This is an optimization exercise on Yosys and OpenROAD, whose aim is small area, a short achievable clock period and few clock cycles per item, not a production implementation. The RTL was checked by simulation tests, not by an equivalence proof against the original design. Power is estimated from default activity; no workload was simulated.

[flow/config.mk]
export PLATFORM = sky130hd
export DESIGN_NAME = sample_tracker_report_scheduler
export DESIGN_NICKNAME = sample_tracker_report_scheduler
export VERILOG_FILES = /design/flow/design.v
export SDC_FILE = /design/flow/constraint.sdc
export NUM_CORES = 4
export LEC_CHECK = 0
export ABC_CLOCK_PERIOD_IN_PS = 3000
export CAP_MARGIN = 20
export CORE_MARGIN = 2
export CORE_UTILIZATION = 40
export SLEW_MARGIN = 20
[flow/constraint.sdc]
create_clock -name core_clock -period 6.5 [get_ports {clk}]
set_input_delay 1.3000 -clock core_clock [delete_from_list [all_inputs] [get_ports {clk}]]
set_output_delay 1.3000 -clock core_clock [all_outputs]
set_load 0.01 [all_outputs]
[flow/design.v]
`default_nettype none
package strs_pkg;
	localparam int ValueW  = 32;
	localparam int TimeW   = 32;
	localparam int CfgIdxW = 2;
	localparam int CfgW    = 32;
	typedef enum logic {
		CMD_SAMPLE = 1'b0,
		CMD_TICK   = 1'b1
	} cmd_t;
	localparam logic [CfgIdxW-1:0] CFG_REPORT_MIN = 2'd0;
	localparam logic [CfgIdxW-1:0] CFG_REPORT_MAX = 2'd1;
	localparam logic [CfgIdxW-1:0] CFG_ON_CHANGE  = 2'd2;
	localparam int CodeMinBit = 0;
	localparam int CodeMaxBit = 1;
	typedef struct packed {
		logic                     command;
		logic signed [ValueW-1:0] sample_value;
		logic                     sample_valid;
	} item_t;
	typedef struct packed {
		logic                     value_changed;
		logic [1:0]               min_max_code;
		logic                     report_due;
		logic signed [ValueW-1:0] current_value;
		logic                     current_valid;
		logic signed [ValueW-1:0] min_value;
		logic signed [ValueW-1:0] max_value;
		logic                     min_max_valid;
	} result_t;
endpackage
`default_nettype wire
`default_nettype none
module sample_tracker_report_scheduler (
	input  wire logic                              clk,
	input  wire logic                              arst_n,
	input  wire logic                              cfg_write,
	input  wire logic [strs_pkg::CfgIdxW-1:0]      cfg_index,
	input  wire logic [strs_pkg::CfgW-1:0]         cfg_data,
	input  wire logic                              item_valid,
	output logic                                   item_ready,
	input  wire logic [33:0]                       item,
	output logic                                   result_valid,
	input  wire logic                              result_ready,
	output logic [101:0]                           result
);
	logic [strs_pkg::TimeW-1:0] report_min_q;
	logic [strs_pkg::TimeW-1:0] report_max_q;
	logic                       on_change_q;
	logic [strs_pkg::TimeW-1:0]          elapsed_q;   
	logic signed [strs_pkg::ValueW-1:0]  value_q;
	logic                                valid_q;
	logic                                pending_q;
	logic signed [strs_pkg::ValueW-1:0]  min_q;
	logic signed [strs_pkg::ValueW-1:0]  max_q;
	logic                                ext_valid_q;
	logic res_valid_q;
	logic changed_q;
	logic new_min_q;
	logic new_max_q;
	logic due_q;
	logic                               is_tick;
	logic signed [strs_pkg::ValueW-1:0] in_value;
	logic                               in_ok;
	logic                               accept;
	logic                               take_sample;
	logic                               take_tick;
	logic                               same;
	logic                               new_min;
	logic                               new_max;
	logic                               gt_min;
	logic                               gt_max;
	logic                               wrap;
	logic                               due;
	assign is_tick  = item[33];
	assign in_value = item[32:1];
	assign in_ok    = item[0];
	assign item_ready   = !res_valid_q || result_ready;
	assign accept       = item_valid && item_ready;
	assign take_sample  = accept && !is_tick;
	assign take_tick    = accept && is_tick;
	assign result_valid = res_valid_q;
	assign result = {changed_q, new_max_q, new_min_q, due_q,
	                 value_q, valid_q, min_q, max_q, ext_valid_q};
	assign same    = in_ok && valid_q && (in_value == value_q);
	assign new_max = in_ok && (!ext_valid_q || (max_q < in_value));
	assign new_min = in_ok && (!ext_valid_q || (in_value < min_q));
	assign wrap   = &elapsed_q;
	assign gt_min = !wrap && (elapsed_q >= report_min_q);
	assign gt_max = !wrap && (elapsed_q >= report_max_q);
	assign due    = (report_min_q != '0) &&
		(on_change_q ? ((pending_q && gt_min) || gt_max) : gt_min);
	always_ff @(posedge clk or negedge arst_n) begin
		if (!arst_n) begin
			report_min_q <= '0;
			report_max_q <= '0;
			on_change_q  <= 1'b0;
		end else if (cfg_write) begin
			unique case (cfg_index)
				strs_pkg::CFG_REPORT_MIN: report_min_q <= cfg_data;
				strs_pkg::CFG_REPORT_MAX: report_max_q <= cfg_data;
				strs_pkg::CFG_ON_CHANGE:  on_change_q  <= cfg_data[0];
				default: ;    
			endcase
		end
	end
	always_ff @(posedge clk or negedge arst_n) begin
		if (!arst_n) begin
			res_valid_q <= 1'b0;
		end else if (accept) begin
			res_valid_q <= 1'b1;
		end else if (result_ready) begin
			res_valid_q <= 1'b0;
		end
	end
	always_ff @(posedge clk or negedge arst_n) begin
		if (!arst_n) begin
			changed_q <= 1'b0;
			new_min_q <= 1'b0;
			new_max_q <= 1'b0;
			due_q     <= 1'b0;
		end else if (accept) begin
			changed_q <= !is_tick && !same;
			new_min_q <= !is_tick && new_min;
			new_max_q <= !is_tick && new_max;
			due_q     <= is_tick && due;
		end
	end
	always_ff @(posedge clk or negedge arst_n) begin
		if (!arst_n) begin
			value_q     <= '0;
			valid_q     <= 1'b0;
			min_q       <= '0;
			max_q       <= '0;
			ext_valid_q <= 1'b0;
		end else if (take_sample) begin
			value_q <= in_ok ? in_value : '0;
			valid_q <= in_ok;
			if (new_min) begin
				min_q <= in_value;
			end
			if (new_max) begin
				max_q <= in_value;
			end
			if (in_ok) begin
				ext_valid_q <= 1'b1;
			end
		end
	end
	always_ff @(posedge clk or negedge arst_n) begin
		if (!arst_n) begin
			elapsed_q <= '0;
			pending_q <= 1'b0;
		end else if (take_sample) begin
			if (!same) begin
				pending_q <= 1'b1;
			end
		end else if (take_tick) begin
			if (due) begin
				elapsed_q <= '0;
				pending_q <= 1'b0;
			end else begin
				elapsed_q <= elapsed_q + 32'd1;
			end
		end
	end
endmodule
`default_nettype wire
[flow/run.sh]
#!/bin/bash
# synth_recipe.tcl (not shown) runs the flow's synth.tcl, then flattens the netlist and writes it again
# the make line also repeats each setting of config.mk as NAME=value (left out here)
make -C /OpenROAD-flow-scripts/flow DESIGN_CONFIG=/design/flow/config.mk WORK_HOME=/design/flow/orfs CLKGATE_MAP_FILE= SYNTH_SCRIPT=/design/flow/synth_recipe.tcl finish
==> results of run 1 <==
kinds of logic (layout without fill, tap and decap cells):
| family | count (synthesis) | in the layout |
|---|---|---|
| AND/OR/NAND/NOR | 351 | 351 |
| adder cells (fa/ha/maj) | 127 | 127 |
| XOR/XNOR | 57 | 57 |
| AO/OA/AOI/OAI | 153 | 153 |
| flip-flops | 201 | 201 |
| multiplexers | 99 | 99 |
| buffers and inverters | 168 | 361 |
cells in the mapped netlist, types with 3 or more instances:
| cell type | instances |
|---|---|
| a21boi_0 | 3 |
| and4_1 | 8 |
| inv_1 | 131 |
| xor2_1 | 18 |
| dfrtp_1 | 201 |
| buf_6 | 4 |
| ha_1 | 127 |
| nand3_1 | 56 |
| mux2i_1 | 32 |
| xnor2_1 | 39 |
| nand2b_1 | 5 |
| and3_1 | 8 |
| a31o_2 | 3 |
| a21oi_1 | 46 |
| nand2_1 | 153 |
| nor2_1 | 59 |
| buf_4 | 6 |
| a211oi_1 | 4 |
| nor3b_1 | 3 |
| nor4_1 | 12 |
| clkbuf_1 | 21 |
| nor3_1 | 13 |
| mux2_2 | 67 |
| a221oi_1 | 4 |
| a21o_1 | 12 |
| o21ai_0 | 58 |
| nand4_1 | 21 |
| buf_2 | 5 |
| o21ai_1 | 3 |
state kept, by name (all words and copies together) (netlist names):
name / flops
res_valid_q: 1
min_q: 32
changed_q: 1
elapsed_q: 32
valid_q: 1
ext_valid_q: 1
new_max_q: 1
new_min_q: 1
report_max_q: 32
max_q: 32
value_q: 32
report_min_q: 32
due_q: 1
pending_q: 1
on_change_q: 1
final timing paths:
check / slack (ns) / cells after the start / start / endpoint
setup reg to reg: 3.28 / 9 / elapsed_q[31]$_DFFE_PN0P_ / elapsed_q[29]$_DFFE_PN0P_
hold / removal: 0.48 / 1 / changed_q$_DFFE_PN0P_ / changed_q$_DFFE_PN0P_
max in group asynchronous: 4.57 / 2 / arst_n / min_q[16]$_DFFE_PN0P_
hold reg to reg: 0.48 / 1 / changed_q$_DFFE_PN0P_ / changed_q$_DFFE_PN0P_
setup / recovery: 2.32 / 11 / item[2] / max_q[10]$_DFFE_PN0P_
min in group asynchronous: 0.71 / 1 / arst_n / report_min_q[14]$_DFFE_PN0P_
power by group:
part | internal (W) | leakage [nW] | total [W] | switching (W)
clock network | 0.000793 | 0.381 | 0.00133 | 0.000536
logic | 0.000888 | 4.22 | 0.00170 | 0.000812
registers | 0.00156 | 2.48 | 0.00182 | 0.000261
final cells by class:
class                           instances  area [µm²]  area share (%)
Inverter                              131       491.7           3.420
Clock buffer                           38       714.4           4.969
Clock inverter                          7       62.56          0.4351
Multi-Input combinational cell        787        5762           40.07
Tap cell                              378       473.0           3.289
Sequential cell                       201        5030           34.98
Timing Repair Buffer                  185        1846           12.84
metrics by stage:
| stage | setup slack, ns | power [W] |
|---|---|---|
| detailed placement | 1.810 | 0.003548 |
| CTS | 2.342 | 0.004918 |
| finish | 2.316 | 0.004852 |
| global route | 2.283 | 0.005185 |
| global placement | 1.797 | 0.003531 |
| floorplan | 3.374 | 0.002677 |
layer usage:
layer,vias to the layer above,GRT usage (%)
met2,213,33.97
met1,4171,27.20
met3,33,5.431
met4,0,3.884
met5,-,0
li1,4322,-
worst reg2reg max path, delay by kind of cell (launching register included):
family	cells	cell delay, ns
compound gates	3	1.47
buf+inv	1	0.35
flops	1	0.44
fa+ha+maj	1	0.33
simple gates	4	0.52
==> flow_summary.ini, run 1 <==
[run_status]
status = no timing/DRC/antenna violations

[final_layout]
post-route-util_pct = 51.33
layout_commonest_cell = dfrtp_1
area_growth_syn_to_layout_pct = 25.58
postLayoutCellArea_um2 = 14380
drive_gt1_share_pct = 9.563
instances_no_fill = 1727
fin_nets = 1531
diodes = 0
layout_common_cells = dfrtp_1, clkdlybuf4s50_1, nand2_1
fillers = 2560

[clock_network]
cts-root-buf = clkbuf_16
hold_buffers = 0
cts_tree = done
cts_buffer_depth = 3
cts_sinks = 201
clk_latency_ns = 0.51
clk_pin_slew_worst_paths_ns = 0.06
cts_inserted_buffers = 25
cts_resized = 0
postCtsSetupBuffers = 0
cts_max_level = 1

[global_route]
grt_max_degree = 160
grt_pass1_wl_um = 49450
antenna_found_initial = 0
grt_usage_pct = 20.51
grt_pass1_vias = 9143
overflow = 0

[route]
postRouteAntennaNets = 0
wl_met2_um = 13900
wl_met1_um = 14000
top_layer_used = met4
avgViaCountPerCell = 5.060
drt_wl_total_um = 30470
met3_length_um = 2091
drc = 0
vias = 8739
dr.pass1.iters = 5
drt_iter0_drc = 369
wl_per_cell_um = 17.65

[logic_synthesis]
synth_simple_gate_area_share_pct = 14.36
async_flop_share_pct = 100.0
synth-xor-area-share_pct = 4.360
synth_area_leaders = dfrtp_1, ha_1, mux2_2
synth_top_area_share_pct = 43.93
synthAdderAreaFrac_pct = 13.88
synth_area_um2 = 11450
syn_area_per_cell_um2 = 9.905
syn_nets = 1356
synth_top_family_by_area = simple AND/OR/NAND/NOR gates
synth_cell_types = 59
synth_compound_gate_area_share_pct = 8.065
syn_inst = 1156
muxShareOfSynthArea_pct = 9.387
ys_ff_latch = 201
yosys_most_used_dff = dfrtp_1
seq_area_frac_synth_pct = 43.93
synth_largest_area_cell = dfrtp_1
ys.warnings.count = 1
synth_edf_count = 0

[setup_path]
crit_fanout = 23
crit_chain = clkdlybuf4s50_1, inv_1, ha_1, o21ai_0, o21ai_0, a21oi_1, o21ai_0, a21oi_1, o21ai_4, buf_4, mux2_2
cpMostUsedCell = o21ai_0
critPathRequiredTime_ns = 6.89
cp_slowest_cell = clkdlybuf4s50_1
worstSetupEndpointType = flip-flop
critPathTopFamily = compound AO/OA/AOI/OAI gates
critPathKind = input port to flip-flop
critPathMaxStageDelay_ns = 0.66
critPathLaunchType = input port
path_buf_inv = 3
critPathArrivalTime_ns = 4.58

[placed_design]
placed_cells = 1682
place.gp.congestion = 0.8313
place_area_um2 = 13600
placement.io_buffers = 176
dp_hpwl_um = 22490

[power_and_ir_drop]
vdd_ir_drop_max_mv = 0.2019
p_leak_nw = 7.086
p_per_area_nw_per_um2 = 337.4

[floorplan]
row_count = 61
die_area_um2 = 29990
die_x_um = 173.2
core_area_um2 = 28010
start_util_pct = 40.88
die_y_um = 173.2
num_io_pins = 177

[timing]
hold_ws_ns = 0.4774
rsz0062_at_grt = false
fin_crit_sh_pct = 64.37
setup_tns_ns = 0
setup_violations = 0
slew_headroom_pct = 32.22
worst_pin_slew_ns = 1.013
slew_violations = 0
fmax_mhz = 239.0
finalClockSkew_ns = 0.009820
period_needed_ns = 4.184
hold_viol = 0

[flow_run]
max-cap-violations = 0

[min_path]
hp-class = flip-flop to flip-flop
Testbench counts, summed over its fixed seeds: cycles 16,016, items 16,000.
==> run 2, diff against run 1 <==
--- a/flow/config.mk
+++ b/flow/config.mk
@@ -7,3 +7,2 @@
 export LEC_CHECK = 0
-export ABC_CLOCK_PERIOD_IN_PS = 3000
 export CAP_MARGIN = 20
@@ -11,2 +10,3 @@
 export CORE_UTILIZATION = 40
+export SETUP_SLACK_MARGIN = 3.5
 export SLEW_MARGIN = 20
==> flow_summary.ini, run 2 <==
[run_status]
status = no timing/DRC/antenna violations

[route]
avgViaCountPerCell = 5.091
dr.pass1.iters = 4
drc = 0
drt_wl_total_um = 31650
wl_per_cell_um = 18.12
postRouteAntennaNets = 0
drt_iter0_drc = 410
vias = 8894

[logic_synthesis]
synth.most_common_cell = dfrtp_1
async_flop_share_pct = 100.0
ys.warnings.count = 1
synth_edf_count = 0
ys_top_cells_by_count = dfrtp_1, nand2_1, inv_1
yosys_most_used_dff = dfrtp_1
syn_inst = 1156
syn_nets = 1356
synth_area_leaders = dfrtp_1, ha_1, mux2_2
synth_cell_types = 59
synth_area_um2 = 11450
synth_top_area_share_pct = 43.93
seq_area_frac_synth_pct = 43.93
syn_area_per_cell_um2 = 9.905
synth_largest_area_cell = dfrtp_1
ys_ff_latch = 201

[floorplan]
die_y_um = 173.2
core_area_um2 = 28010
die_x_um = 173.2
num_io_pins = 177
start_util_pct = 40.88
row_count = 61
die_area_um2 = 29990

[setup_path]
critPathLaunchType = input port
critPathArrivalTime_ns = 3.40
r2r_slack_ns = 3.78
reg2reg_to = elapsed_q[2]$_DFFE_PN0P_
worstSetupEndpointType = flip-flop
r2r_cells = 9
crit_fanout = 12
critPathLaunch = item[30]
critPathKind = input port to flip-flop
r2r-start = elapsed_q[13]$_DFFE_PN0P_
critPathRequiredTime_ns = 6.91

[final_layout]
layout_commonest_cell = dfrtp_1
diodes = 0
regArea_um2 = 5030
layout_common_cells = dfrtp_1, nand2_1, clkdlybuf4s50_1
drive_gt1_share_pct = 15.70
postLayoutCellArea_um2 = 14770
fin_nets = 1550
area_growth_syn_to_layout_pct = 29.02
multi_input_area_um2 = 6005
fillers = 2556
post-route-util_pct = 52.74

[timing]
hold_viol = 0
setup_ws_ns = 3.505
fin_crit_sh_pct = 46.08
worst_pin_slew_ns = 0.8280
rsz0062_at_grt = true
finalClockSkew_ns = 0.01971
period_needed_ns = 2.995
fmax_mhz = 333.9
slew_headroom_pct = 44.80
setup_violations = 0
hold_ws_ns = 0.4759
setup_tns_ns = 0
slew_violations = 0

[clock_network]
cts_buffer_depth = 3
clk_latency_ns = 0.53
cts_tree = done
clk_pin_slew_worst_paths_ns = 0.06
cts-root-buf = clkbuf_16
cts_max_level = 1
cts_sinks = 201
hold_buffers = 0
cts_inserted_buffers = 25

[power_and_ir_drop]
vdd_ir_drop_max_mv = 0.2113
p_leak_nw = 7.309
p_per_area_nw_per_um2 = 337.3

[min_path]
min_from = changed_q$_DFFE_PN0P_
hp-class = flip-flop to flip-flop
hold_end = changed_q$_DFFE_PN0P_
hold_path_depth = 1

[placed_design]
placement.io_buffers = 176
place_ws_ns = 2.027
dp_hpwl_um = 22450
place.gp.congestion = 0.8161
place_area_um2 = 13640

[global_route]
grt_pass1_wl_um = 51090
grt_max_degree = 137
overflow = 0
grt_usage_pct = 21.28
antenna_found_initial = 1
grt_pass1_vias = 9299

[flow_run]
max-cap-violations = 0
[run 2: power by group]
group	total, W	switching [W]	internal [W]
registers	0.00182	0.000256	0.00156
clock network	0.00131	0.000541	0.000773
logic	0.00185	0.000891	0.000960
total	0.00498	0.00169	0.00330
[run 2: metrics by stage]
step / total power (W) / cells
floorplan: 0.002703 / 1156
global placement: 0.003546 / 1681
detailed placement: 0.003567 / 1681
CTS: 0.005005 / 1741
global route: 0.005315 / 1747
finish: 0.004983 / 1747
[run 2: timing repair]
action	CTS	global route
hold endpoints to repair	0	0
gates cloned	3	0
setup endpoints to repair	88	69
buffers inserted	11	6
resized for setup	128	49
pin swaps	17	14
[run 2: worst max-delay path by stage]
stage,cells past startpoint,to
finish,9,min_q[2]$_DFFE_PN0P_
global route,9,min_q[11]$_DFFE_PN0P_
CTS,9,min_q[23]$_DFFE_PN0P_
detailed placement,9,max_q[19]$_DFFE_PN0P_
global placement,9,max_q[16]$_DFFE_PN0P_
floorplan,8,max_q[10]$_DFFE_PN0P_
[run 2: worst max-delay path: stages]
cell             delay (ns)
clkdlybuf4s15_2        0.26
ha_1                   0.34
a21o_1                 0.20
a2111oi_2              0.38
o21ai_1                0.17
a21oi_2                0.21
o21ai_4                0.10
bufbuf_16              0.31
mux2i_1                0.12
[run 2: kinds of logic (layout without fill, tap and decap cells)]
logic type                 count (synthesis)  after routing  synth area share (%)
muxes                                     99             99                 9.387
DFF                                      201            201                 43.93
and+or+nand+nor                          351            351                 14.36
adders and majority gates                127            127                 13.88
buffers and inverters                    168            381                 6.021
xor gates and xnor gates                  57             57                 4.360
AOI/OAI and AO/OA                        153            153                 8.065
[run 2: per-layer routing]
| metal | GRT usage (%) | up-vias | share of wire, % |
|---|---|---|---|
| met5 | 0 | - | 0 |
| met4 | 5.085 | 0 | 2.3 |
| met3 | 6.310 | 43 | 6.6 |
| met2 | 35.22 | 190 | 46 |
| met1 | 27.38 | 4307 | 45 |
| li1 | - | 4354 | - |
[run 2: cell type report]
| cell class | instances | share of cell area [%] |
|---|---|---|
| Clock inverter | 10 | 0.5336 |
| Multi-Input combinational cell | 787 | 40.65 |
| Clock buffer | 36 | 4.650 |
| Sequential cell | 201 | 34.05 |
| Tap cell | 378 | 3.201 |
| Timing Repair Buffer | 204 | 13.59 |
| Inverter | 131 | 3.329 |
==> run 3, diff against run 2 <==
--- a/flow/config.mk
+++ b/flow/config.mk
@@ -10,3 +10,3 @@
 export CORE_UTILIZATION = 40
-export SETUP_SLACK_MARGIN = 3.5
+export SETUP_SLACK_MARGIN = 4.0
 export SLEW_MARGIN = 20
==> flow_summary.ini, run 3 <==
[run_status]
status = no timing/DRC/antenna violations

[floorplan]
die_x_um = 173.2
row_count = 61
start_util_pct = 40.88
die_y_um = 173.2
num_io_pins = 177
die_area_um2 = 29990
core_area_um2 = 28010

[logic_synthesis]
syn_inst = 1156
synth_area_leaders = dfrtp_1, ha_1, mux2_2
syn_nets = 1356
synth_top_area_share_pct = 43.93
synth_cell_types = 59
syn_area_per_cell_um2 = 9.905
yosys_most_used_dff = dfrtp_1
synth_area_um2 = 11450
synth.most_common_cell = dfrtp_1
ys_ff_latch = 201
ys_top_cells_by_count = dfrtp_1, nand2_1, inv_1
seq_area_frac_synth_pct = 43.93
synth_edf_count = 0
ys.warnings.count = 1
synth_largest_area_cell = dfrtp_1
async_flop_share_pct = 100.0

[clock_network]
cts-root-buf = clkbuf_16
clk_latency_ns = 0.52
hold_buffers = 0
cts_max_level = 1
cts_sinks = 201
cts_buffer_depth = 3
clk_pin_slew_worst_paths_ns = 0.06
cts_inserted_buffers = 24
cts_tree = done

[min_path]
hp-class = flip-flop to flip-flop

[placed_design]
dp_hpwl_um = 22720
place_ws_ns = 1.825
placement.io_buffers = 176
placed_cells = 1682
place.gp.congestion = 0.8222
place_area_um2 = 13850

[power_and_ir_drop]
vdd_ir_drop_max_mv = 0.2656
p_leak_nw = 8.081
pwr-share-comb_pct = 41.7
p_per_area_nw_per_um2 = 324.8
switching_share_pct = 34.64
design_power_total_w = 0.005407
p_switching_w = 0.001873
clkPwrFrac_pct = 25.0
internal-power_w = 0.003534
seqPwrFrac_pct = 33.2

[global_route]
antenna_found_initial = 0
overflow = 0
grt_pass1_wl_um = 54610
grt_usage_pct = 23.01
grt_max_degree = 147
grt_pass1_vias = 9851

[route]
drt_wl_total_um = 34990
postRouteAntennaNets = 0
avgViaCountPerCell = 5.173
dr.pass1.iters = 5
drt_iter0_drc = 440
wl_per_cell_um = 19.06
drc = 0
vias = 9498

[timing]
setup_tns_ns = 0
slew_violations = 0
worst_pin_slew_ns = 0.8282
hold_viol = 0
slew_headroom_pct = 44.79
setup_violations = 0
fin_crit_sh_pct = 45.12
finalClockSkew_ns = 0.01701
period_needed_ns = 2.933
fmax_mhz = 341.0
rsz0062_at_grt = true
setup_ws_ns = 3.567

[setup_path]
critPathArrivalTime_ns = 1.63
critPathKind = input port to primary output
worstSetupEndpointType = primary output
critPathRequiredTime_ns = 5.20
critPathLaunchType = input port
crit_fanout = 2

[final_layout]
postLayoutCellArea_um2 = 16650
drive_gt1_share_pct = 33.29
instances_no_fill = 1836
layout_common_cells = dfrtp_1, nand2_1, inv_1
fillers = 2353
area_growth_syn_to_layout_pct = 45.38
layout_commonest_cell = dfrtp_1
fin_nets = 1643

[flow_run]
max-cap-violations = 0
run 3: cell type report:
class	instances	area (µm²)	share of cell area, %
clock buffer	37	750.7	4.510
inverter	131	524.3	3.149
timing repair buffer	297	2898	17.41
tap	378	473.0	2.841
sequential	201	5045	30.31
clock inverter	3	40.04	0.2405
multi-input combinational	788	6913	41.53
antenna	1	2.502	0.01503
run 3: critical path, cell delays in order:
cell	delay, ns
buf_6	0.09
nand2b_4	0.13
buf_6	0.11
run 3: stage by stage:
| stage | util [%] | hold slack [ns] |
|---|---|---|
| global placement | 49.45 | 0.4609 |
| CTS | 58.18 | 0.4852 |
| floorplan | - | 0.4471 |
| global route | 59.42 | 0.5195 |
| finish | 59.43 | 0.4770 |
| detailed placement | 49.45 | 0.4714 |
run 3: logic make-up after synthesis:
logic type	share of synthesized area, %
XOR/XNOR	4.360
flip-flops	43.93
buffers and inverters	6.021
AND/OR/NAND/NOR	14.36
AO/OA/AOI/OAI	8.065
adder cells (fa/ha/maj)	13.88
multiplexers	9.387
run 3: timing repair:
action | in CTS | in global routing
endpoints found under the setup margin | 237 | 162
setup buffers | 90 | 12
pin swaps | 55 | 36
resized for setup | 620 | 124
hold endpoints to repair | 0 | 0
cloned | 10 | 1
run 3: power groups by stage:
stage               clock network (W)  logic, W  registers, W
floorplan                           0  0.000889       0.00187
global placement                    0   0.00177       0.00185
detailed placement                  0   0.00180       0.00185
CTS                           0.00138   0.00218       0.00179
global route                  0.00144   0.00247       0.00184
finish                        0.00135   0.00226       0.00180
run 3: per-layer routing:
metal | up-vias | GRT usage (%) | routed length, µm
met5 | - | 0 | 0
met4 | 0 | 6.532 | 888
met3 | 56 | 5.739 | 2263
met2 | 239 | 39.13 | 17000
met1 | 4652 | 29.03 | 14840
li1 | 4551 | - | -
run 3: final timing paths:
check / startpoint / slack [ns] / endpoint / cells past startpoint
max in group asynchronous: arst_n / 4.52 / max_q[19]$_DFFE_PN0P_ / 2
hold / removal: new_max_q$_DFFE_PN0P_ / 0.48 / new_max_q$_DFFE_PN0P_ / 2
min in group asynchronous: arst_n / 0.74 / report_min_q[13]$_DFFE_PN0P_ / 1
setup reg to reg: elapsed_q[29]$_DFFE_PN0P_ / 3.90 / elapsed_q[26]$_DFFE_PN0P_ / 10
setup / recovery: result_ready / 3.57 / item_ready / 3
hold reg to reg: new_max_q$_DFFE_PN0P_ / 0.48 / new_max_q$_DFFE_PN0P_ / 2
==> run 4, diff against run 3 <==
--- a/flow/config.mk
+++ b/flow/config.mk
@@ -10,3 +10,3 @@
 export CORE_UTILIZATION = 40
-export SETUP_SLACK_MARGIN = 4.0
+export SETUP_SLACK_MARGIN = 4.5
 export SLEW_MARGIN = 20
==> flow_summary.ini, run 4 <==
[timing]
period_needed_ns = 3.028
setup_ws_ns = 3.472
slew_violations = 0
slew_headroom_pct = 58.91
fmax_mhz = 330.3
setup_violations = 0
hold_viol = 0
rsz0062_at_grt = true
fin_crit_sh_pct = 46.58
setup_tns_ns = 0
finalClockSkew_ns = 0.01889
worst_pin_slew_ns = 0.6157

[clock_network]
clk_pin_slew_worst_paths_ns = 0.06
cts-root-buf = clkbuf_16
clk_latency_ns = 0.53
cts_inserted_buffers = 25
cts_tree = done
hold_buffers = 0
cts_sinks = 201
cts_max_level = 1
cts_buffer_depth = 3

[placed_design]
place.gp.congestion = 0.8475
place_ws_ns = 1.820
dp_hpwl_um = 22640
placement.io_buffers = 176
placed_cells = 1681
place_area_um2 = 14010

[floorplan]
row_count = 61
core_area_um2 = 28010
num_io_pins = 177
die_y_um = 173.2
start_util_pct = 40.88
die_area_um2 = 29990
die_x_um = 173.2

[logic_synthesis]
synth_cell_types = 59
synthAdderAreaFrac_pct = 13.88
synth_simple_gate_area_share_pct = 14.36
syn_area_per_cell_um2 = 9.905
synth_compound_gate_area_share_pct = 8.065
muxShareOfSynthArea_pct = 9.387
syn_inst = 1156
ys_ff_latch = 201
synth.most_common_cell = dfrtp_1
seq_area_frac_synth_pct = 43.93
synth_top_family_by_area = simple AND/OR/NAND/NOR gates
syn_nets = 1356
synth_edf_count = 0
synth_largest_area_cell = dfrtp_1
yosys_most_used_dff = dfrtp_1
synth_top_area_share_pct = 43.93
ys_top_cells_by_count = dfrtp_1, nand2_1, inv_1
synth_area_leaders = dfrtp_1, ha_1, mux2_2
synth_area_um2 = 11450
async_flop_share_pct = 100.0
ys.warnings.count = 1
synth-xor-area-share_pct = 4.360

[setup_path]
critPathKind = input port to flip-flop
cpMostUsedCell = buf_12
critPathMaxStageDelay_ns = 0.28
critPathLaunchType = input port
crit_chain = buf_12, buf_6, buf_8, ha_4, a211o_1, a21oi_1, o21ai_1, a31o_2, a221oi_4, o21ai_4, buf_12, buf_12, mux2i_1
critPathArrivalTime_ns = 3.43
critPathRequiredTime_ns = 6.90
worstSetupEndpointType = flip-flop
cp_slowest_cell = a221oi_4
crit_fanout = 6
r2r_slack_ns = 3.87

[route]
drt_iter0_drc = 618
wl_per_cell_um = 18.74
drc = 0
vias = 9634
drt_wl_total_um = 35020
avgViaCountPerCell = 5.155
postRouteAntennaNets = 0
dr.pass1.iters = 5

[global_route]
grt_max_degree = 103
antenna_found_initial = 0
grt_pass1_vias = 9727
grt_pass1_wl_um = 53530
grt_usage_pct = 22.39
overflow = 0

[flow_run]
max-cap-violations = 0

[final_layout]
layout_commonest_cell = dfrtp_1
area_growth_syn_to_layout_pct = 45.21
instances_no_fill = 1869
drive_gt1_share_pct = 36.85
fin_nets = 1672
postLayoutCellArea_um2 = 16630
layout_common_cells = dfrtp_1, nand2_1, inv_1

[power_and_ir_drop]
p_leak_nw = 8.271
vdd_ir_drop_max_mv = 0.1847
p_per_area_nw_per_um2 = 319.4

[run_status]
status = no timing/DRC/antenna violations

[min_path]
hp-class = flip-flop to flip-flop
## run 4: cell counts after synthesis
No cell type changed its count.
## run 4: power by group
group	switching, W	total, W	internal (W)
clock	0.000552	0.00136	0.000804
sequential	0.000235	0.00180	0.00156
combinational	0.00106	0.00216	0.00110
total	0.00184	0.00531	0.00347
## run 4: per-stage QoR
step,hold WS [ns],power (W),util (%)
finish,0.5035,0.005310,59.36
detailed placement,0.4680,0.003663,50.00
floorplan,0.4469,0.002789,-
CTS,0.5070,0.005177,57.14
global placement,0.4594,0.003633,50.00
global route,0.5214,0.005637,59.35
## run 4: worst max-delay path, delay by kind of cell
kind | cells | cell delay, ns
AO/OA/AOI/OAI | 6 | 1.16
adder cells (fa/ha/maj) | 1 | 0.21
buffers and inverters | 5 | 0.63
multiplexers | 1 | 0.12
## run 4: routing by layer
layer | vias to the layer above | wire length [µm] | GRT usage (%)
met5 | - | 0 | 0
met4 | 0 | 1004 | 7.168
met3 | 60 | 1519 | 3.408
met2 | 229 | 15910 | 35.43
met1 | 4709 | 16590 | 31.53
li1 | 4636 | - | -
## run 4: what timing repair did
item / in CTS / in global routing
cloned: 9 / 5
pin swaps: 54 / 32
endpoints found under the setup margin: 318 / 242
resized for setup: 770 / 76
buffers inserted: 102 / 26
## run 4: worst paths after layout
path / startpoint / endpoint / depth (start not counted)
setup reg to reg: elapsed_q[31]$_DFFE_PN0P_ / elapsed_q[19]$_DFFE_PN0P_ / 11
setup / recovery: item[20] / min_q[8]$_DFFE_PN0P_ / 13
min in group asynchronous: arst_n / report_max_q[25]$_DFFE_PN0P_ / 1
hold reg to reg: report_max_q[30]$_DFFE_PN0P_ / report_max_q[30]$_DFFE_PN0P_ / 1
max in group asynchronous: arst_n / value_q[1]$_DFFE_PN0P_ / 2
hold / removal: report_max_q[30]$_DFFE_PN0P_ / report_max_q[30]$_DFFE_PN0P_ / 1
## run 4: cells by family (layout without fill, tap and decap cells)
group / Yosys count / count (layout)
and+or+nand+nor: 351 / 353
buffers and inverters: 168 / 500
muxes: 99 / 99
AOI/OAI and AO/OA: 153 / 153
other: 0 / 1
xor gates and xnor gates: 57 / 57
DFF: 201 / 201
adders and majority gates: 127 / 127
## run 4: layout make-up
cell class | count | area (µm²)
clock buffer | 37 | 720.7
antenna | 1 | 2.502
inverter | 131 | 511.7
clock inverter | 8 | 71.32
tap | 378 | 473.0
timing repair buffer | 324 | 3028
sequential | 201 | 5046
multi-input combinational | 789 | 6773
fill | 2416 | 11380
==> run 5, diff against run 4 <==
--- a/flow/config.mk
+++ b/flow/config.mk
@@ -10,3 +10,2 @@
 export CORE_UTILIZATION = 40
-export SETUP_SLACK_MARGIN = 4.5
 export SLEW_MARGIN = 20
==> flow_summary.ini, run 5 <==
[timing]
fmax_mhz = 239.0
slew_headroom_pct = 32.22
period_needed_ns = 4.184
setup_tns_ns = 0
hold_ws_ns = 0.4774
finalClockSkew_ns = 0.009820
slew_violations = 0
fin_crit_sh_pct = 64.37
rsz0062_at_grt = false
hold_viol = 0
worst_pin_slew_ns = 1.013
setup_violations = 0

[setup_path]
r2r_slack_ns = 3.28
reg2reg_to = elapsed_q[29]$_DFFE_PN0P_
worstSetupEndpointType = flip-flop
setup.worst_path.end = max_q[10]$_DFFE_PN0P_
critPathTopFamily = compound AO/OA/AOI/OAI gates
crit_chain = clkdlybuf4s50_1, inv_1, ha_1, o21ai_0, o21ai_0, a21oi_1, o21ai_0, a21oi_1, o21ai_4, buf_4, mux2_2
r2r_cells = 9
r2r-start = elapsed_q[31]$_DFFE_PN0P_
crit_fanout = 23
path_buf_inv = 3
critPathRequiredTime_ns = 6.89
cpMostUsedCell = o21ai_0
critPathKind = input port to flip-flop
critPathLaunch = item[2]
critPathMaxStageDelay_ns = 0.66
critPathLaunchType = input port
crit_cells = 11
cp_slowest_cell = clkdlybuf4s50_1
critPathArrivalTime_ns = 4.58

[route]
top_layer_used = met4
vias = 8739
wl_per_cell_um = 17.65
wl_met2_um = 13900
dr.pass1.iters = 5
drc = 0
wl_met1_um = 14000
drt_wl_total_um = 30470
postRouteAntennaNets = 0
met3_length_um = 2091
drt_iter0_drc = 369
avgViaCountPerCell = 5.060

[floorplan]
row_count = 61
die_x_um = 173.2
die_area_um2 = 29990
core_area_um2 = 28010
die_y_um = 173.2
start_util_pct = 40.88
num_io_pins = 177

[clock_network]
cts_max_level = 1
cts_tree = done
postCtsSetupBuffers = 0
clk_latency_ns = 0.51
cts-root-buf = clkbuf_16
cts_buffer_depth = 3
cts_inserted_buffers = 25
hold_buffers = 0
cts_resized = 0
cts_sinks = 201
clk_pin_slew_worst_paths_ns = 0.06

[placed_design]
placement.io_buffers = 176
dp_hpwl_um = 22490
place.gp.congestion = 0.8313

[global_route]
grt_usage_pct = 20.51
grt_max_degree = 160
grt_pass1_vias = 9143
overflow = 0
grt_pass1_wl_um = 49450
antenna_found_initial = 0

[flow_run]
max-cap-violations = 0

[logic_synthesis]
syn_inst = 1156
synth_edf_count = 0
synth_area_um2 = 11450
syn_nets = 1356
seq_area_frac_synth_pct = 43.93
ys_ff_latch = 201
synth.most_common_cell = dfrtp_1
synth_largest_area_cell = dfrtp_1
async_flop_share_pct = 100.0
ys_top_cells_by_count = dfrtp_1, nand2_1, inv_1
yosys_most_used_dff = dfrtp_1
synth_top_area_share_pct = 43.93
syn_area_per_cell_um2 = 9.905
ys.warnings.count = 1
synth_area_leaders = dfrtp_1, ha_1, mux2_2
synth_cell_types = 59

[run_status]
status = no timing/DRC/antenna violations

[power_and_ir_drop]
p_per_area_nw_per_um2 = 337.4
p_leak_nw = 7.086
vdd_ir_drop_max_mv = 0.2019

[final_layout]
area_growth_syn_to_layout_pct = 25.58
fin_nets = 1531
layout_commonest_cell = dfrtp_1
layout_common_cells = dfrtp_1, clkdlybuf4s50_1, nand2_1
drive_gt1_share_pct = 9.563
diodes = 0

[min_path]
hp-class = flip-flop to flip-flop
-- run 5: cell counts after synthesis --
Identical to the previous run, type by type.
-- run 5: cell families (layout without fill, tap and decap cells) --
group	count (synthesis)	after routing	share of synthesized area, %
mux	99	99	9.387
compound gates	153	153	8.065
simple gates	351	351	14.36
buf+inv	168	361	6.021
flops	201	201	43.93
xor+xnor	57	57	4.360
fa+ha+maj	127	127	13.88
-- run 5: metrics by stage --
step                total power (W)  cell area [µm²]  instances  worst slack (ns)  utilization [%]
finish                     0.004852            14380       1727             2.316            51.33
detailed placement         0.003548            13600       1682             1.810            48.56
CTS                        0.004918            14380       1727             2.342            51.33
global route               0.005185            14380       1727             2.283            51.33
global placement           0.003531            13600       1682             1.797            48.56
floorplan                  0.002677            11450       1156             3.374                -
-- run 5: final cells by class --
cell class                      instances  area [µm²]
Clock buffer                           38       714.4
Clock inverter                          7       62.56
Fill cell                            2560       13630
Inverter                              131       491.7
Multi-Input combinational cell        787        5762
Sequential cell                       201        5030
Tap cell                              378       473.0
Timing Repair Buffer                  185        1846
-- run 5: worst register-to-register path, stage by stage (launching register included) --
cell	delay, ns
dfrtp_1	0.44
ha_1	0.33
nand2_1	0.07
nor2_1	0.17
nand4_1	0.20
a2111oi_0	0.58
a21oi_1	0.23
a211oi_4	0.66
buf_4	0.35
nor2_1	0.08
-- run 5: routing by layer --
metal / track usage (%) / vias to the layer above
li1: - / 4322
met5: 0 / -
met3: 5.431 / 33
met1: 27.20 / 4171
met4: 3.884 / 0
met2: 33.97 / 213
-- run 5: worst min-delay path by stage --
stage	cells after the start	endpoint	slack (ns)	from
finish	1	changed_q$_DFFE_PN0P_	0.48	changed_q$_DFFE_PN0P_
global route	1	changed_q$_DFFE_PN0P_	0.50	changed_q$_DFFE_PN0P_
CTS	1	changed_q$_DFFE_PN0P_	0.48	changed_q$_DFFE_PN0P_
detailed placement	1	changed_q$_DFFE_PN0P_	0.47	changed_q$_DFFE_PN0P_
global placement	1	changed_q$_DFFE_PN0P_	0.48	changed_q$_DFFE_PN0P_
floorplan	2	new_min_q$_DFFE_PN0P_	0.45	new_min_q$_DFFE_PN0P_
-- run 5: report_power, final --
group	total [W]	switching (W)	internal, W
logic	0.00170	0.000812	0.000888
registers	0.00182	0.000261	0.00156
clock network	0.00133	0.000536	0.000793
total	0.00485	0.00161	0.00324
==> run 6, diff against run 5 <==
--- a/flow/config.mk
+++ b/flow/config.mk
@@ -10,2 +10,4 @@
 export CORE_UTILIZATION = 40
+export CTS_BUF_LIST = sky130_fd_sc_hd__clkbuf_4
+export SETUP_SLACK_MARGIN = 3.5
 export SLEW_MARGIN = 20
==> flow_summary.ini, run 6 <==
[timing]
rsz0062_at_grt = false
hold_viol = 0
finalClockSkew_ns = 0.08630
worst_pin_slew_ns = 0.7982
fmax_mhz = 339.5
hold_ws_ns = 0.4756
setup_tns_ns = 0
slew_violations = 0
setup_violations = 0
fin_crit_sh_pct = 45.31
slew_headroom_pct = 46.79
period_needed_ns = 2.945

[setup_path]
cp_slowest_cell = ha_1
reg2reg_to = due_q$_DFFE_PN0P_
worstSetupEndpointType = flip-flop
crit_cells = 9
critPathArrivalTime_ns = 3.50
critPathTopFamily = compound AO/OA/AOI/OAI gates
critPathLaunchType = input port
path_buf_inv = 2
crit_fanout = 12
r2r_cells = 9
critPathRequiredTime_ns = 7.05
r2r_slack_ns = 3.73
crit_chain = dlygate4sd2_1, ha_1, and4_1, a221oi_2, o21ai_2, a221oi_4, o21ai_4, buf_12, mux2_2
critPathKind = input port to flip-flop
r2r-start = elapsed_q[13]$_DFFE_PN0P_
critPathMaxStageDelay_ns = 0.35

[route]
postRouteAntennaNets = 0
drt_wl_total_um = 31370
vias = 9082
top_layer_used = met5
met3_length_um = 2241
drc = 0
dr.pass1.iters = 4
wl_per_cell_um = 17.50
wl_met1_um = 13850
drt_iter0_drc = 405
avgViaCountPerCell = 5.065
wl_met2_um = 14460

[clock_network]
cts_sinks = 201
cts_tree = done
cts_max_level = 2
cts-root-buf = clkbuf_4
cts_inserted_buffers = 56
hold_buffers = 0
cts_buffer_depth = 3
clk_latency_ns = 0.71
clk_pin_slew_worst_paths_ns = 0.06

[min_path]
hold_end = changed_q$_DFFE_PN0P_
hp-class = flip-flop to flip-flop
min_from = changed_q$_DFFE_PN0P_
hold_path_depth = 1

[logic_synthesis]
synth_top_family_by_area = simple AND/OR/NAND/NOR gates
synth_area_leaders = dfrtp_1, ha_1, mux2_2
synth_compound_gate_area_share_pct = 8.065
ys.warnings.count = 1
yosys_most_used_dff = dfrtp_1
synth-xor-area-share_pct = 4.360
synth_largest_area_cell = dfrtp_1
ys_ff_latch = 201
synth.most_common_cell = dfrtp_1
syn_area_per_cell_um2 = 9.905
async_flop_share_pct = 100.0
synth_top_area_share_pct = 43.93
synth_area_um2 = 11450
seq_area_frac_synth_pct = 43.93
syn_nets = 1356
syn_inst = 1156
ys_top_cells_by_count = dfrtp_1, nand2_1, inv_1
synth_edf_count = 0
synth_simple_gate_area_share_pct = 14.36
synth_cell_types = 59
muxShareOfSynthArea_pct = 9.387
synthAdderAreaFrac_pct = 13.88

[run_status]
status = no timing/DRC/antenna violations

[flow_run]
max-cap-violations = 0

[floorplan]
die_y_um = 173.2
start_util_pct = 40.88
num_io_pins = 177
row_count = 61
die_x_um = 173.2
core_area_um2 = 28010
die_area_um2 = 29990

[power_and_ir_drop]
p_per_area_nw_per_um2 = 318.9
design_power_total_w = 0.004638
p_leak_nw = 7.671
vdd_ir_drop_max_mv = 0.1920

[final_layout]
fillers = 2641
postLayoutCellArea_um2 = 14540
fin_nets = 1578
layout_commonest_cell = dfrtp_1
area_growth_syn_to_layout_pct = 27.00
layout_common_cells = dfrtp_1, nand2_1, inv_1
drive_gt1_share_pct = 16.14

[placed_design]
placement.io_buffers = 176
place_area_um2 = 13640
dp_hpwl_um = 22450
place.gp.congestion = 0.8161

[global_route]
antenna_found_initial = 2
grt_pass1_wl_um = 51180
grt_usage_pct = 21.34
grt_pass1_vias = 9607
grt_max_degree = 137
overflow = 0
-- run 6: logic make-up after synthesis --
group | after synthesis
and+or+nand+nor | 351
DFF | 201
buffers and inverters | 168
AOI/OAI and AO/OA | 153
adders and majority gates | 127
muxes | 99
xor gates and xnor gates | 57
-- run 6: worst reg2reg max path, cell delays in order, from the launching register on --
cell       delay [ns]
dfrtp_1          0.44
ha_1             0.32
a21o_1           0.20
a21o_1           0.18
a2111oi_2        0.34
o21ai_1          0.15
a311oi_1         0.51
a211oi_4         0.12
buf_4            0.21
a21o_1           0.16
-- run 6: layout make-up --
cell class                      instances  area, µm²  area share (%)
Sequential cell                       201       5031           34.60
Antenna cell                            2      5.005         0.03442
Inverter                              131      491.7           3.382
Multi-Input combinational cell        787       5892           40.52
Tap cell                              378      473.0           3.252
Timing Repair Buffer                  201       2002           13.77
Clock inverter                         17      76.32          0.5249
Clock buffer                           76      570.5           3.924
-- run 6: worst max-delay path by stage --
stage | from | end | slack (ns)
2_1_floorplan | item[24] | max_q[10]$_DFFE_PN0P_ | 3.50
3_3_place_gp | item[24] | max_q[16]$_DFFE_PN0P_ | 2.05
3_5_place_dp | item[24] | max_q[19]$_DFFE_PN0P_ | 2.03
4_1_cts | result_ready | item_ready | 3.42
5_1_grt | value_q[11]$_DFFE_PN0P_ | result[77] | 3.50
6_report | item[15] | min_q[0]$_DFFE_PN0P_ | 3.55
-- run 6: layer usage --
metal / vias to the layer above / track usage [%]
li1: 4438 / -
met1: 4354 / 27.05
met4: 2 / 6.568
met2: 217 / 34.88
met5: - / 0
met3: 71 / 6.662
-- run 6: what timing repair did --
item / in CTS / in global routing
setup buffers: 12 / 2
gates resized for setup: 105 / 62
pin swaps: 8 / 8
gates cloned: 3 / 0
endpoints found under the setup margin: 129 / 88
-- run 6: report_power, final --
group          internal, W  switching (W)  total (W)
sequential         0.00156       0.000245    0.00181
combinational     0.000879       0.000867    0.00175
clock             0.000538       0.000547    0.00109
total              0.00298        0.00166    0.00464
-- run 6: through the flow --
step                utilization, %  std cells  setup slack [ns]
detailed placement           48.69       1681             2.027
CTS                          51.68       1789             3.420
global placement             48.69       1681             2.046
floorplan                        -       1156             3.498
finish                       51.91       1793             3.555
global route                 51.91       1793             3.500
==> run 7, diff against run 6 <==
==> flow/flow/run.sh (new file) <==
#!/bin/bash
# The standard layout (standard.sh: the standard flow's synthesis and ORFS flow, unchanged),
# with one difference: the port buffers that global placement inserts on every
# input and output are the smallest plain buffer (buf_1) instead of the cell
# buffer_ports picks by default. Repair may still resize them.
set -euo pipefail
bash standard.sh "BUFFER_PORTS_ARGS=-buffer_cell sky130_fd_sc_hd__buf_1" finish > standard_flow.log 2>&1
==> flow/standard.sh (new file) <==
#!/bin/bash
# synth_recipe.tcl (not shown) runs the flow's synth.tcl, then flattens the netlist and writes it again
# the make line also repeats each setting of config.mk as NAME=value (left out here)
make -C /OpenROAD-flow-scripts/flow DESIGN_CONFIG=/design/flow/config.mk WORK_HOME=/design/flow/orfs CLKGATE_MAP_FILE= SYNTH_SCRIPT=/design/flow/synth_recipe.tcl "${@:-finish}"
--- a/flow/config.mk
+++ b/flow/config.mk
@@ -10,3 +10,2 @@
 export CORE_UTILIZATION = 40
-export CTS_BUF_LIST = sky130_fd_sc_hd__clkbuf_4
 export SETUP_SLACK_MARGIN = 3.5
removed: flow/run.sh
==> flow_summary.ini, run 7 <==
[final_layout]
postLayoutCellArea_um2 = 13840
layout_common_cells = dfrtp_1, nand2_1, buf_1
diodes = 0
instances_no_fill = 1738
layout_commonest_cell = dfrtp_1
fin_nets = 1545
fillers = 2620
drive_gt1_share_pct = 15.44
area_growth_syn_to_layout_pct = 20.92

[placed_design]
placement.io_buffers = 176
placed_cells = 1681
place_area_um2 = 12540
place.gp.congestion = 0.8785
dp_hpwl_um = 21810

[floorplan]
core_area_um2 = 28010
die_y_um = 173.2
die_x_um = 173.2
start_util_pct = 40.88
die_area_um2 = 29990
row_count = 61
num_io_pins = 177

[timing]
setup_tns_ns = 0
period_needed_ns = 2.984
fin_crit_sh_pct = 45.90
rsz0062_at_grt = true
finalClockSkew_ns = 0.01530
hold_viol = 0
fmax_mhz = 335.2
slew_violations = 0
setup_violations = 0
hold_ws_ns = 0.4747
slew_headroom_pct = 33.19
worst_pin_slew_ns = 1.002

[route]
postRouteAntennaNets = 0
drt_iter0_drc = 498
dr.pass1.iters = 5
drt_wl_total_um = 30670
vias = 8906
wl_per_cell_um = 17.65
drc = 0
avgViaCountPerCell = 5.124

[setup_path]
path_buf_inv = 5
r2r-start = elapsed_q[13]$_DFFE_PN0P_
critPathLaunchType = input port
critPathKind = input port to flip-flop
setup.worst_path.end = max_q[27]$_DFFE_PN0P_
crit_cells = 13
critPathLaunch = item[18]
reg2reg_to = elapsed_q[2]$_DFFE_PN0P_
critPathRequiredTime_ns = 6.90
r2r_cells = 9
worstSetupEndpointType = flip-flop
critPathTopFamily = buffers and inverters
critPathArrivalTime_ns = 3.39
cp_slowest_cell = mux2_2
critPathMaxStageDelay_ns = 0.34
crit_chain = clkbuf_4, inv_1, ha_4, a21oi_2, o211ai_1, a221oi_2, buf_4, o41ai_4, nand2_2, o21ai_4, buf_12, clkbuf_16, mux2_2
r2r_slack_ns = 3.78
crit_fanout = 7

[logic_synthesis]
synth_largest_area_cell = dfrtp_1
synth_edf_count = 0
async_flop_share_pct = 100.0
yosys_most_used_dff = dfrtp_1
synth_area_um2 = 11450
ys_ff_latch = 201
synth_cell_types = 59
syn_inst = 1156
syn_nets = 1356
syn_area_per_cell_um2 = 9.905
ys.warnings.count = 1
synth_area_leaders = dfrtp_1, ha_1, mux2_2
seq_area_frac_synth_pct = 43.93
ys_top_cells_by_count = dfrtp_1, nand2_1, inv_1
synth.most_common_cell = dfrtp_1
synth_top_area_share_pct = 43.93

[min_path]
hold_path_depth = 1
hp-class = flip-flop to flip-flop

[power_and_ir_drop]
p_leak_nw = 6.873
design_power_total_w = 0.004779
seqPwrFrac_pct = 38.2
clkPwrFrac_pct = 29.0
p_switching_w = 0.001692
pwr-share-comb_pct = 32.8
switching_share_pct = 35.40
vdd_ir_drop_max_mv = 0.2316
p_per_area_nw_per_um2 = 345.2
internal-power_w = 0.003087

[clock_network]
clk_latency_ns = 0.52
hold_buffers = 0
cts_sinks = 201
cts_max_level = 1
clk_pin_slew_worst_paths_ns = 0.06
cts-root-buf = clkbuf_16
cts_buffer_depth = 3
cts_tree = done
cts_inserted_buffers = 25

[global_route]
grt_usage_pct = 20.21
overflow = 0
antenna_found_initial = 0
grt_max_degree = 178
grt_pass1_wl_um = 48860
grt_pass1_vias = 8959

[run_status]
status = no timing/DRC/antenna violations

[flow_run]
max-cap-violations = 0
run 7: cell counts after synthesis:
Identical to the previous run, type by type.
run 7: what timing repair did:
| action | CTS | global route |
|---|---|---|
| cloned | 2 | 2 |
| resized for setup | 38 | 53 |
| pin swaps | 8 | 19 |
| setup endpoints to repair | 84 | 65 |
| buffers inserted | 8 | 3 |
run 7: area by class of cell:
type | count | area (µm²) | share of cell area (%)
Clock buffer | 34 | 689.4 | 4.980
Timing Repair Buffer | 198 | 1012 | 7.311
Sequential cell | 201 | 5030 | 36.33
Inverter | 131 | 496.7 | 3.588
Multi-Input combinational cell | 788 | 6026 | 43.52
Clock inverter | 8 | 117.6 | 0.8495
Tap cell | 378 | 473.0 | 3.416
run 7: routing by layer:
layer,up-vias,share of wire (%),GRT usage [%]
li1,4348,-,-
met1,4301,44,26.83
met2,205,47,33.50
met3,52,5.8,4.244
met4,0,2.8,5.473
met5,-,0,0
run 7: kinds of logic (layout without fill, tap and decap cells):
group	after synthesis	in the layout	synth area share, %
and+or+nand+nor	351	351	14.36
DFF	201	201	43.93
buffers and inverters	168	371	6.021
AOI/OAI and AO/OA	153	154	8.065
adders and majority gates	127	127	13.88
muxes	99	99	9.387
xor gates and xnor gates	57	57	4.360
run 7: power groups by stage:
stage                     Combinational (W)  Clock (W)  Sequential, W
after floorplan                    0.000835          0        0.00187
after global placement              0.00140          0        0.00183
after detailed placement            0.00142          0        0.00183
after CTS                           0.00148    0.00142        0.00181
after global routing                0.00177    0.00148        0.00187
final                               0.00157    0.00139        0.00182
run 7: worst min path at each step:
stage                          startpoint               endpoint  slack (ns)
floorplan           new_max_q$_DFFE_PN0P_  new_max_q$_DFFE_PN0P_        0.45
global placement    changed_q$_DFFE_PN0P_  changed_q$_DFFE_PN0P_        0.46
detailed placement  changed_q$_DFFE_PN0P_  changed_q$_DFFE_PN0P_        0.47
CTS                 changed_q$_DFFE_PN0P_  changed_q$_DFFE_PN0P_        0.48
global route        changed_q$_DFFE_PN0P_  changed_q$_DFFE_PN0P_        0.50
finish              changed_q$_DFFE_PN0P_  changed_q$_DFFE_PN0P_        0.47
run 7: through the flow:
stage	setup WS [ns]	util [%]
global placement	2.146	44.76
global route	3.468	49.43
detailed placement	2.135	44.76
floorplan	3.498	-
finish	3.516	49.43
CTS	3.440	48.38
==> run 8, diff against run 7 <==
--- a/flow/design.v
+++ b/flow/design.v
@@ -74,2 +74,25 @@
 	logic                               due;
+	function automatic logic ult32(input logic [31:0] a, input logic [31:0] b);
+		logic [31:0] l;
+		logic [31:0] g;
+		l = ~a & b;
+		g = a & ~b;
+		for (int w = 16; w >= 1; w = w / 2) begin
+			for (int j = 0; j < w; j++) begin
+				l[j] = l[2*j+1] | (~g[2*j+1] & l[2*j]);
+				g[j] = g[2*j+1] | (~l[2*j+1] & g[2*j]);
+			end
+		end
+		ult32 = l[0];
+	endfunction
+	function automatic logic slt32(input logic [31:0] a, input logic [31:0] b);
+		slt32 = ult32({~a[31], a[30:0]}, {~b[31], b[30:0]});
+	endfunction
+	function automatic logic [31:0] inc32(input logic [31:0] a);
+		logic [31:0] r;
+		for (int i = 0; i < 32; i++) begin
+			r[i] = a[i] ^ (&(a | ~((32'd1 << i) - 32'd1)));
+		end
+		inc32 = r;
+	endfunction
 	assign is_tick  = item[33];
@@ -85,7 +108,7 @@
 	assign same    = in_ok && valid_q && (in_value == value_q);
-	assign new_max = in_ok && (!ext_valid_q || (max_q < in_value));
-	assign new_min = in_ok && (!ext_valid_q || (in_value < min_q));
+	assign new_max = in_ok && (!ext_valid_q || slt32(max_q, in_value));
+	assign new_min = in_ok && (!ext_valid_q || slt32(in_value, min_q));
 	assign wrap   = &elapsed_q;
-	assign gt_min = !wrap && (elapsed_q >= report_min_q);
-	assign gt_max = !wrap && (elapsed_q >= report_max_q);
+	assign gt_min = !wrap && !ult32(elapsed_q, report_min_q);
+	assign gt_max = !wrap && !ult32(elapsed_q, report_max_q);
 	assign due    = (report_min_q != '0) &&
@@ -162,3 +185,3 @@
 			end else begin
-				elapsed_q <= elapsed_q + 32'd1;
+				elapsed_q <= inc32(elapsed_q);
 			end
==> flow/flow/run.sh (replaced) <==
#!/bin/bash
# The standard layout (standard.sh: the standard flow's synthesis and ORFS flow, unchanged),
# except that the buffer global placement puts on every input and output port
# is the smallest plain buffer (buf_1) rather than the one buffer_ports picks
# by default; repair may still resize it.
set -euo pipefail
bash standard.sh "BUFFER_PORTS_ARGS=-buffer_cell sky130_fd_sc_hd__buf_1"  finish > standard_flow.log 2>&1
--- a/flow/config.mk
+++ b/flow/config.mk
@@ -7,5 +7,7 @@
 export LEC_CHECK = 0
+export ABC_AREA = 1
 export CAP_MARGIN = 20
 export CORE_MARGIN = 2
-export CORE_UTILIZATION = 40
+export CORE_UTILIZATION = 60
+export CTS_BUF_LIST = sky130_fd_sc_hd__clkbuf_4
 export SETUP_SLACK_MARGIN = 3.5
==> flow_summary.ini, run 8 <==
[logic_synthesis]
syn_inst = 1669
synth_compound_gate_area_share_pct = 11.67
synth_area_leaders = dfrtp_1, nand2_1, inv_1
seq_area_frac_synth_pct = 43.81
synth_cell_types = 36
syn_nets = 1747
synth_top_family_by_area = simple AND/OR/NAND/NOR gates
synth_simple_gate_area_share_pct = 31.97
ys_ff_latch = 201
synth-xor-area-share_pct = 1.602
syn_area_per_cell_um2 = 6.878
ys.warnings.count = 1
synth_area_um2 = 11480
synth_top_area_share_pct = 43.81
async_flop_share_pct = 100.0
synthAdderAreaFrac_pct = 0.5450
yosys_most_used_dff = dfrtp_1
synth.most_common_cell = nand2_1
ys_top_cells_by_count = nand2_1, inv_1, dfrtp_1
synth_edf_count = 0
muxShareOfSynthArea_pct = 0
synth_largest_area_cell = dfrtp_1

[setup_path]
worstSetupEndpointType = primary output
crit_fanout = 4
path_buf_inv = 3
critPathMaxStageDelay_ns = 0.16
critPathKind = input port to primary output
cp_slowest_cell = buf_1
r2r-start = res_valid_q$_DFFE_PN0P_
critPathLaunchType = input port
critPathArrivalTime_ns = 1.67
critPathLaunch = result_ready
critPathTopFamily = buffers and inverters
critPathRequiredTime_ns = 5.20
r2r_slack_ns = 3.97
cpMostUsedCell = buf_1
crit_chain = buf_1, inv_1, nand2_2, buf_1

[route]
drt_wl_total_um = 31780
dr.pass1.iters = 5
avgViaCountPerCell = 5.308
drt_iter0_drc = 803
postRouteAntennaNets = 0
drc = 0
vias = 11316
wl_per_cell_um = 14.91

[final_layout]
drive_gt1_share_pct = 6.435
post-route-util_pct = 69.17
fin_nets = 1941
layout_commonest_cell = nand2_1
regArea_um2 = 5030
area_growth_syn_to_layout_pct = 13.09
layout_common_cells = nand2_1, inv_1, dfrtp_1
multi_input_area_um2 = 5334
fillers = 1696
instances_no_fill = 2132

[timing]
finalClockSkew_ns = 0.02559
fin_crit_sh_pct = 45.67
hold_viol = 0
setup_violations = 0
worst_pin_slew_ns = 0.9750
rsz0062_at_grt = false
fmax_mhz = 336.9
setup_tns_ns = 0
slew_violations = 0
setup_ws_ns = 3.532
slew_headroom_pct = 35.00
period_needed_ns = 2.968

[placed_design]
place_ws_ns = 1.991
placed_cells = 2040
dp_hpwl_um = 21840
placement.io_buffers = 176
place.gp.congestion = 0.9084

[flow_run]
max-cap-violations = 0

[floorplan]
num_io_pins = 177
die_area_um2 = 20260
row_count = 50
die_x_um = 142.3
die_y_um = 142.3
core_area_um2 = 18770
start_util_pct = 61.17

[clock_network]
cts_buffer_depth = 3
cts-root-buf = clkbuf_4
cts_sinks = 201
cts_tree = done
cts_inserted_buffers = 53
hold_buffers = 0
clk_latency_ns = 0.67
cts_max_level = 2
clk_pin_slew_worst_paths_ns = 0.06

[min_path]
hp-class = flip-flop to flip-flop
min_from = changed_q$_DFFE_PN0P_

[global_route]
grt_pass1_vias = 10536
overflow = 0
antenna_found_initial = 1
grt_max_degree = 126
grt_pass1_wl_um = 50580
grt_usage_pct = 31.11

[power_and_ir_drop]
p_leak_nw = 7.019
design_power_total_w = 0.005136
vdd_ir_drop_max_mv = 0.2649
p_per_area_nw_per_um2 = 395.6

[run_status]
status = no timing/DRC/antenna violations
-- run 8: worst reg2reg max path, stage by stage (launching register included) --
cell and delay, ns:
dfrtp_1 0.39, nand2_2 0.12, nand2_1 0.07, buf_4 0.23, nor2_4 0.18, nand2_1 0.06
buf_4 0.25, inv_4 0.31, buf_6 0.40, nand2_8 0.23, nand2_1 0.11, nand2_1 0.06
-- run 8: per-layer routing --
layer,GRT usage [%],vias to the layer above,part of all wire [%]
met5,0,-,0
met4,11.99,0,2.7
met3,7.402,59,7.3
met2,52.43,400,48
met1,39.01,5191,42
li1,-,5666,-
-- run 8: final cells by class --
cell class / instances / share of cell area (%)
Sequential cell: 201 / 38.74
Inverter: 246 / 7.161
Antenna cell: 2 / 0.03855
Clock inverter: 7 / 0.2120
Multi-Input combinational cell: 1175 / 41.09
Tap cell: 234 / 2.255
Clock buffer: 81 / 4.684
Timing Repair Buffer: 186 / 5.821
-- run 8: path summary, 6_finish.rpt --
path / to / depth (start not counted)
min in group asynchronous: report_min_q[9]$_DFFE_PN0P_ / 2
min: changed_q$_DFFE_PN0P_ / 2
min reg2reg: changed_q$_DFFE_PN0P_ / 2
max reg2reg: max_q[24]$_DFFE_PN0P_ / 11
max in group asynchronous: report_min_q[28]$_DFFE_PN0P_ / 2
max: item_ready / 4
-- run 8: kinds of logic (layout without fill, tap and decap cells) --
kind of cell             count (synthesis)  count (layout)
AND/OR/NAND/NOR                        905             906
buffers and inverters                  294             520
AO/OA/AOI/OAI                          243             243
flip-flops                             201             201
XOR/XNOR                                21              21
adder cells (fa/ha/maj)                  5               5
other                                    0               2
-- run 8: what timing repair did --
item,in CTS,in global routing
gates cloned,0,1
buffers inserted,1,0
pin swaps,1,1
setup endpoints to repair,73,52
gates resized for setup,6,6
-- run 8: report_power, final --
part	internal, W	switching [W]	leakage [nW]
Clock	0.000558	0.000519	0.389
Combinational	0.000698	0.00134	4.08
Sequential	0.00162	0.000404	2.55
-- run 8: stage by stage --
stage          hold WS (ns)  area (µm²)
6_report             0.4786       12980
5_1_grt              0.5115       12980
4_1_cts              0.4818       12930
3_5_place_dp         0.4655       12260
3_3_place_gp         0.4607       12260
2_1_floorplan        0.4501       11480
Testbench counts of run 8, summed over its fixed seeds: cycles 16,016, items 16,000.
==> run 9, diff against run 8 <==
--- a/flow/config.mk
+++ b/flow/config.mk
@@ -12,3 +12,3 @@
 export CTS_BUF_LIST = sky130_fd_sc_hd__clkbuf_4
-export SETUP_SLACK_MARGIN = 3.5
+export SETUP_SLACK_MARGIN = 3.2
 export SLEW_MARGIN = 20
==> flow_summary.ini, run 9 <==
[timing]
setup_ws_ns = 3.339
setup_violations = 0
hold_viol = 0
fin_crit_sh_pct = 48.63
slew_headroom_pct = 35.23
fmax_mhz = 316.4
rsz0062_at_grt = false
period_needed_ns = 3.161
setup_tns_ns = 0
finalClockSkew_ns = 0.02401
slew_violations = 0
worst_pin_slew_ns = 0.9715

[logic_synthesis]
synth_edf_count = 0
synth_top_area_share_pct = 43.81
async_flop_share_pct = 100.0
seq_area_frac_synth_pct = 43.81
syn_nets = 1747
synth_cell_types = 36
synth_area_um2 = 11480
ys_top_cells_by_count = nand2_1, inv_1, dfrtp_1
ys_ff_latch = 201
synth_area_leaders = dfrtp_1, nand2_1, inv_1
syn_area_per_cell_um2 = 6.878
synth.most_common_cell = nand2_1
syn_inst = 1669
synth_largest_area_cell = dfrtp_1
ys.warnings.count = 1
yosys_most_used_dff = dfrtp_1

[setup_path]
critPathKind = input port to flip-flop
cp_slowest_cell = nand2_4
critPathArrivalTime_ns = 3.70
critPathRequiredTime_ns = 7.04
crit_chain = buf_1, inv_1, or2_2, a31oi_1, nand3_1, nand3_1, nand2_1, nand2_1, nand2_1, nand2_4, nand2_4, nand2_1, nand2_1
crit_fanout = 33
worstSetupEndpointType = flip-flop
critPathLaunchType = input port
critPathMaxStageDelay_ns = 0.39
cpMostUsedCell = nand2_1

[power_and_ir_drop]
pwr-share-comb_pct = 39.4
design_power_total_w = 0.005107
vdd_ir_drop_max_mv = 0.2298
p_leak_nw = 7.033
switching_share_pct = 43.81
p_per_area_nw_per_um2 = 394.4
p_switching_w = 0.002238
clkPwrFrac_pct = 21.1
seqPwrFrac_pct = 39.5
internal-power_w = 0.002870

[clock_network]
clk_latency_ns = 0.66
cts-root-buf = clkbuf_4
cts_tree = done
cts_sinks = 201
clk_pin_slew_worst_paths_ns = 0.06
cts_buffer_depth = 3
cts_max_level = 2
cts_inserted_buffers = 53
hold_buffers = 0

[floorplan]
core_area_um2 = 18770
num_io_pins = 177
die_x_um = 142.3
row_count = 50
die_area_um2 = 20260
start_util_pct = 61.17
die_y_um = 142.3

[global_route]
grt_max_degree = 126
overflow = 0
grt_pass1_wl_um = 50510
grt_usage_pct = 31.06
grt_pass1_vias = 10528
antenna_found_initial = 1

[route]
wl_per_cell_um = 14.80
avgViaCountPerCell = 5.303
drt_wl_total_um = 31590
postRouteAntennaNets = 0
dr.pass1.iters = 5
drt_iter0_drc = 781
vias = 11317
drc = 0

[final_layout]
postLayoutCellArea_um2 = 12950
fin_nets = 1943
area_growth_syn_to_layout_pct = 12.80
instances_no_fill = 2134
multi_input_area_um2 = 5281
regArea_um2 = 5030
drive_gt1_share_pct = 6.428
layout_common_cells = nand2_1, inv_1, dfrtp_1
layout_commonest_cell = nand2_1
fillers = 1699

[placed_design]
placement.io_buffers = 176
place.gp.congestion = 0.9084
place_area_um2 = 12260
placed_cells = 2040
place_ws_ns = 1.991
dp_hpwl_um = 21840

[flow_run]
max-cap-violations = 0

[min_path]
hp-class = flip-flop to flip-flop

[run_status]
status = no timing/DRC/antenna violations
==> run 9: cell counts after synthesis <==
Identical to the previous run, type by type.
==> run 9: repair_timing <==
item                                    in CTS  in global routing
pin swaps                                    0                  1
setup buffers                                0                  4
endpoints found under the setup margin      66                 46
resized for setup                            4                  1
==> run 9: layer usage <==
layer / vias up / global-route usage [%] / wire length [µm]
met1: 5212 / 39.01 / 13460
li1: 5672 / - / -
met2: 372 / 52.30 / 15140
met3: 61 / 7.436 / 2138
met4: 0 / 11.83 / 853
met5: - / 0 / 0
==> run 9: critical path, delay by kind of cell <==
family / cells / cell delay [ns]
compound gates: 1 / 0.20
buf+inv: 2 / 0.41
simple gates: 10 / 1.79
==> run 9: kinds of logic (layout without fill, tap and decap cells) <==
group	count (synthesis)	count (layout)	share of synthesized area (%)
xor gates and xnor gates	21	21	1.602
buffers and inverters	294	523	10.40
adders and majority gates	5	5	0.5450
DFF	201	201	43.81
AOI/OAI and AO/OA	243	243	11.67
other	0	2	0
and+or+nand+nor	905	905	31.97
==> run 9: path summary, 6_finish.rpt <==
check,start,to,slack (ns),depth (start not counted)
max in group asynchronous,arst_n,report_min_q[28]$_DFFE_PN0P_,4.93,2
worst max-delay path,item[8],max_q[24]$_DFFE_PN0P_,3.34,13
min in group asynchronous,arst_n,report_min_q[9]$_DFFE_PN0P_,0.75,2
worst min-delay path,changed_q$_DFFE_PN0P_,changed_q$_DFFE_PN0P_,0.48,2
worst min register to register,changed_q$_DFFE_PN0P_,changed_q$_DFFE_PN0P_,0.48,2
worst max register to register,res_valid_q$_DFFE_PN0P_,max_q[24]$_DFFE_PN0P_,3.76,11
==> run 9: area by class of cell <==
type                            count  area share, %
Clock inverter                      7         0.2126
Tap cell                          234          2.261
Timing Repair Buffer              189          6.010
Sequential cell                   201          38.84
Multi-Input combinational cell   1174          40.79
Inverter                          246          7.150
Antenna cell                        2        0.03865
Clock buffer                       81          4.696
==> run 9: through the flow <==
stage	hold slack, ns	utilization [%]
after floorplan	0.4501	-
after detailed placement	0.4655	65.31
after global routing	0.5115	68.99
after global placement	0.4607	65.31
after CTS	0.4818	68.78
final	0.4830	68.99
==> run 9: power by group through the flow <==
| stage | Sequential (W) | Combinational, W | Clock [W] |
|---|---|---|---|
| floorplan | 0.00203 | 0.00134 | 0 |
| global placement | 0.00202 | 0.00192 | 0 |
| detailed placement | 0.00202 | 0.00198 | 0 |
| CTS | 0.00201 | 0.00200 | 0.00111 |
| global route | 0.00207 | 0.00229 | 0.00117 |
| finish | 0.00202 | 0.00201 | 0.00108 |

-- re-timing with driven ports --
How much do the figures lean on ideal ports? The routed layouts below were timed once more, with nothing changed but the port constraints. Step 1 sets driving cells, clkbuf_16 on the clock port and buf_2 on the other inputs (assumed; they add their load-dependent delay and slew). Step 2, shift: input delay + t, output delay - t, t = (earliest + latest rising clock arrival at the registers) / 2. This alone moves slack from input paths to output paths. a / b / c = no drivers / after step 1 / after step 2; a / b = the first two.
| run | t, ns | slack for setup (ns) |
|---|---|---|
| run 1 | 0.560 | 2.316 / 2.344 / 1.784 |
| run 2 | 0.568 | 3.505 / 3.508 / 2.941 |
| run 3 | 0.564 | 3.567 / 3.533 / 3.007 |
| run 4 | 0.573 | 3.472 / 3.463 / 2.890 |
| run 5 | 0.560 | 2.316 / 2.344 / 1.784 |
| run 6 | 0.712 | 3.555 / 3.529 / 2.862 |
| run 7 | 0.562 | 3.516 / 3.496 / 2.979 |
| run 8 | 0.706 | 3.532 / 3.508 / 2.924 |
| run 9 | 0.702 | 3.339 / 3.363 / 2.661 |
After both steps every run listed still meets setup and hold.
